Source: an optimization exercise on an open RTL-to-GDS flow (aim: small area and a short achievable clock period). Production flows keep margins and buffers that such runs may drop.
Only simulation tests tie the RTL to the original design; equivalence was not proved.

==> design/flow/design.v <==
package fir_pkg;
	typedef union packed
	{
		logic [16-1:0] raw;  
		struct packed
		{
			logic                  sign;  
			logic [16-2:0] mag;   
		} sm;
	} sample_u;
	typedef union packed
	{
		logic [17-1:0] raw;
		struct packed
		{
			logic                       sign;
			logic [17-2:0] mag;
		} sm;
	} coef_u;
	localparam logic [15*17-1:0] fir_coefs = {
		{1'b1, 16'd154},  
		{1'b0, 16'd218},
		{1'b1, 16'd339},
		{1'b0, 16'd472},
		{1'b1, 16'd601},
		{1'b0, 16'd709},
		{1'b1, 16'd781},
		{1'b0, 16'd807},  
		{1'b1, 16'd781},
		{1'b0, 16'd709},
		{1'b1, 16'd601},
		{1'b0, 16'd472},
		{1'b1, 16'd339},
		{1'b0, 16'd218},
		{1'b1, 16'd154}   
	};
endpackage
`timescale 1ns/100ps
module fir_delay_line
(
	input  logic                                 clk,
	input  logic                                 arst_n,
	input  fir_pkg::sample_u                     x,     
	output logic [15-1:0][16-1:0] taps   
);
	always_ff @(posedge clk or negedge arst_n)
	begin
		if (!arst_n)
		begin
			taps <= '0;  
		end
		else
		begin
			for (int i = 15 - 1; i > 0; i--)
			begin
				taps[i] <= taps[i-1];  
			end
			taps[0] <= x.raw;  
		end
	end
endmodule
`timescale 1ns/100ps
module fir_tap_mult
(
	input  fir_pkg::sample_u                   sample,   
	input  fir_pkg::coef_u                     coef,     
	output logic signed [20-1:0]   product   
);
	localparam int prod_top = 16 + 17 - 3;
	logic [prod_top:0]               mag_full;  
	fir_pkg::sample_u                       prod_sm;   
	logic signed [20-1:0] prod_ext;  
	assign mag_full = sample.sm.mag * coef.sm.mag;  
	always_comb
	begin
		prod_sm.sm.mag  = mag_full[14 +: 16-1];
		prod_sm.sm.sign = (sample.sm.sign ^ coef.sm.sign) && (prod_sm.sm.mag != '0);
	end
	assign prod_ext = {{(20 - 16 + 1){1'b0}}, prod_sm.sm.mag};
	assign product = prod_sm.sm.sign ? -prod_ext : prod_ext;  
endmodule
`timescale 1ns/100ps
module fir_adder
(
	input  logic                                     clk,
	input  logic                                     arst_n,
	input  logic [15-1:0][20-1:0] products,  
	output logic signed [20-1:0]         acc        
);
	logic signed [20-1:0] sum;  
	always_comb
	begin
		sum = products[0];
		for (int i = 1; i < 15; i++)
		begin
			sum = sum + products[i];  
		end
	end
	always_ff @(posedge clk or negedge arst_n)
	begin
		if (!arst_n)
		begin
			acc <= '0;
		end
		else
		begin
			acc <= sum;  
		end
	end
endmodule
`timescale 1ns/100ps
module sm_out_convert
(
	input  logic                             clk,
	input  logic                             arst_n,
	input  logic signed [20-1:0] acc,  
	output fir_pkg::sample_u                 y     
);
	logic [20-1:0] acc_abs;  
	fir_pkg::sample_u                 y_next;
	assign acc_abs = acc[20-1] ? -acc : acc;
	always_comb
	begin
		y_next.sm.sign = acc[20-1];   
		y_next.sm.mag  = acc_abs[16-2:0];  
	end
	always_ff @(posedge clk or negedge arst_n)
	begin
		if (!arst_n)
		begin
			y <= '0;
		end
		else
		begin
			y <= y_next;
		end
	end
endmodule
`timescale 1ns/100ps
module fir_filter
(
	input  logic             clk,
	input  logic             arst_n,  
	input  fir_pkg::sample_u x,       
	output fir_pkg::sample_u y        
);
	logic [15-1:0][16-1:0]     taps;      
	logic [15-1:0][20-1:0] products;  
	logic signed [20-1:0]         acc;       
	fir_delay_line delay_line_i
	(
		.clk    (clk),
		.arst_n (arst_n),
		.x      (x),
		.taps   (taps)
	);
	for (genvar i = 0; i < 15; i++)
	begin : g_tap
		fir_tap_mult mult_i
		(
			.sample  (taps[i]),
			.coef    (fir_pkg::fir_coefs[i*17 +: 17]),
			.product (products[i])
		);
	end
	fir_adder adder_i
	(
		.clk      (clk),
		.arst_n   (arst_n),
		.products (products),
		.acc      (acc)
	);
	sm_out_convert convert_i
	(
		.clk    (clk),
		.arst_n (arst_n),
		.acc    (acc),
		.y      (y)
	);
endmodule
==> design/flow/config.mk <==
export PLATFORM = sky130hd
export DESIGN_NAME = fir_filter
export DESIGN_NICKNAME = fir_filter
export VERILOG_FILES = /design/flow/design.v
export SDC_FILE = /design/flow/constraint.sdc
export NUM_CORES = 4
export LEC_CHECK = 0
export CAP_MARGIN = 20
export CORE_MARGIN = 2
export CORE_UTILIZATION = 40
export PLACE_DENSITY = 0.6
export SLEW_MARGIN = 20
==> design/flow/constraint.sdc <==
create_clock -name core_clock -period 12.0 [get_ports {clk}]
set_input_delay 2.4000 -clock core_clock [delete_from_list [all_inputs] [get_ports {clk}]]
set_output_delay 2.4000 -clock core_clock [all_outputs]
set_load 0.01 [all_outputs]
==> design/flow/run.sh <==
#!/bin/bash
# synth_recipe.tcl (not shown) runs the flow's synth.tcl, then flattens the netlist and writes it again
# the make line also repeats each setting of config.mk as NAME=value (left out here)
make -C /OpenROAD-flow-scripts/flow DESIGN_CONFIG=/design/flow/config.mk WORK_HOME=/design/flow/orfs CLKGATE_MAP_FILE= SYNTH_SCRIPT=/design/flow/synth_recipe.tcl finish
==> metrics.cfg <==
[cts]
cts.sinks = 272
cts_hold_buffers = 0
clock_latency_ns = 0.59
cts-resized-gates = 0
cts_buffers = 39
cts_tree = done
post_cts.repair.setup_buffers = 0
cts_buffer_depth = 3
h-tree-depth = 2
root_buffer = clkbuf_16
path_clk_slew_ns = 0.06

[timing]
worst_pin_slew_ns = 0.944
finalCritPeriodShare_pct = 94.6
rsz0062_at_grt = false
finalClockSkew_ns = 0.0262
finalSetupViolCount = 0
hold_violations = 0
setup-tns-final_ns = 0
finalCriticalPeriod_ns = 11.35
timing.fmax_mhz = 88.1
drv_slew = 0
max_slew_margin_pct = 37.0

[yosys]
synth_edf_count = 0
synth_area_sq_um = 50400
synth_most_common_cell = inv_1
synth_ff_type = dfrtp_1
ys_seq_elements = 272
synth_area_leaders = fa_1, ha_1, dfrtp_1
synthTopCellsByCount = inv_1, ha_1, fa_1
syn_nets = 6933
synth_area_leader_cell = fa_1
async_reset_ff_share_pct = 100
yosysWarnings = 4
syn_inst = 5193
syn_area_per_cell_sq_um = 9.71
yosys.area.top_type_share_pct = 27.2
yosysSeqAreaShare_pct = 13.5
synth_cell_types = 93

[critical_path]
worst-path-max-fanout = 6
end_kind = register
crit_arrival_ns = 11.86
crit-reg2reg-launch = delay_line_i.taps[70]
required_ns = 12.51
slowest_delay_ns = 0.68
cp_num_buf_inv = 9
cp_slowest_cell = dfrtp_1
path_class = reg -> reg
start_kind = register
crit_start = delay_line_i.taps[70]
cpLargestDelayFamily = adder cells
cpMostUsedCell = fa_1

[final_layout]
nets = 6964
final_util_pct = 43.2
fillers = 12109
syn2layout_area_growth_pct = 7.44
drive_gt1_share_pct = 3.27

[place]
place.gp.congestion = 0.914
port_buffers = 33
dp_hpwl_um = 98100

[global_route]
antenna_found_initial = 0
grt_first_pass_wirelength_um = 189000
grt_max_degree = 79
grt_pass1_vias = 36336
grt.total_usage_pct = 18.1
grt_overflow = 0

[routing]
drc = 0
drt-total-wl_um = 113000
viasPerCell = 5.01
ant_nets = 0
wl_per_cell_um = 16.4
drtIter0Drc = 1645
via_count = 34567
firstDrtPassIters = 9

[die]
io_pins = 34
core_sq_um = 125000
num_rows = 130
die_w_um = 359
die-area_sq_um = 129000
start_util_pct = 40.2
die_h_um = 359

[hold_path]
hp-class = reg -> reg
min_from = delay_line_i.taps[223]

[job]
maxCapViolCount = 0

[run_status]
status = finished clean

-- path summary, 6_finish.rpt --
check	end	slack [ns]	cells past startpoint
setup / recovery	adder_i.acc[14]	0.65	43
hold / removal	delay_line_i.taps[239]	0.39	0
setup reg to reg	adder_i.acc[14]	0.65	43
hold reg to reg	delay_line_i.taps[239]	0.39	0
max in group asynchronous	delay_line_i.taps[14]	7.90	3
min in group asynchronous	delay_line_i.taps[212]	1.77	1
-- state kept, by name (all words and copies together), names as in the netlist --
| register | count |
|---|---|
| convert_i.y | 16 |
| delay_line_i.taps | 240 |
| adder_i.acc | 16 |
-- per-layer routing --
layer  GRT usage [%]  routed length, um  vias up
met5               0                  0        -
met4            4.71               2950        0
met3            2.07               3520      130
met2            31.7              55700      454
met1            23.6              50900    16985
li1                -                  -    16998
-- through the flow --
step                      hold slack [ns]  cells  instance area [sq um]  worst slack [ns]
after floorplan                     0.347   5193                  50400              1.29
after global placement              0.375   6833                  52700             0.464
after detailed placement            0.375   6833                  52700             0.345
after CTS                           0.387   6903                  54100             0.337
after global routing                0.396   6903                  54200            0.0237
final                               0.385   6904                  54200             0.654
-- cell usage in the layout (no fill, tap or decap), types with 77 or more instances in the layout --
cell     synthesis  final
a21o_1          77     77
a21oi_1        188    181
dfrtp_1        272    272
fa_1           685    684
ha_1          1037   1037
inv_1         1314   1314
nand2_1        171    171
nor2_1         190    189
o21ai_0        123    119
xnor2_1        180    178
xor2_1         101    101
-- area by class of cell --
cell class,count,area [sq um],area share [%]
clock inverter,23,234,0.432
timing repair buffer,55,500,0.924
inverter,1316,4940,9.12
clock buffer,47,1090,2.01
antenna,1,2.50,0.00462
sequential,272,6810,12.6
multi-input combinational,3540,38500,71.1
tap,1650,2060,3.81
-- cell families after synthesis --
| group | share of synthesized area, % |
|---|---|
| xor+xnor | 4.88 |
| buf+inv | 10.3 |
| fa+ha+maj | 52.9 |
| simple gates | 7.07 |
| compound gates | 10.6 |
| mux | 0.680 |
| flops | 13.5 |

-- static timing again, ports no longer ideal --
The flow's constraints put no driver on any port. The routed layout listed below was extracted and timed again, unchanged, in two steps. Step 1 assumes that a clkbuf_16 drives the clock port and a buf_2 every other input. Step 2 moves the port delays by t, midway between the first and last clock arrival at a register: inputs arrive t later, outputs are due t later. That takes back most of the time a late clock gives input paths. Slacks: ideal ports / drivers / drivers and shift; pairs: ideal ports / drivers.
t (ns): 0.645
setup WS [ns]: 0.654 / 0.654 / 0.654
hold WS [ns]: 0.385 / 0.385 / 0.385
worst data-port slew with drivers (ns): 0.05
After both steps this run still meets setup and hold. The setup slack of this run moves by 0.000 ns with the drivers and by 0.000 ns with both steps.
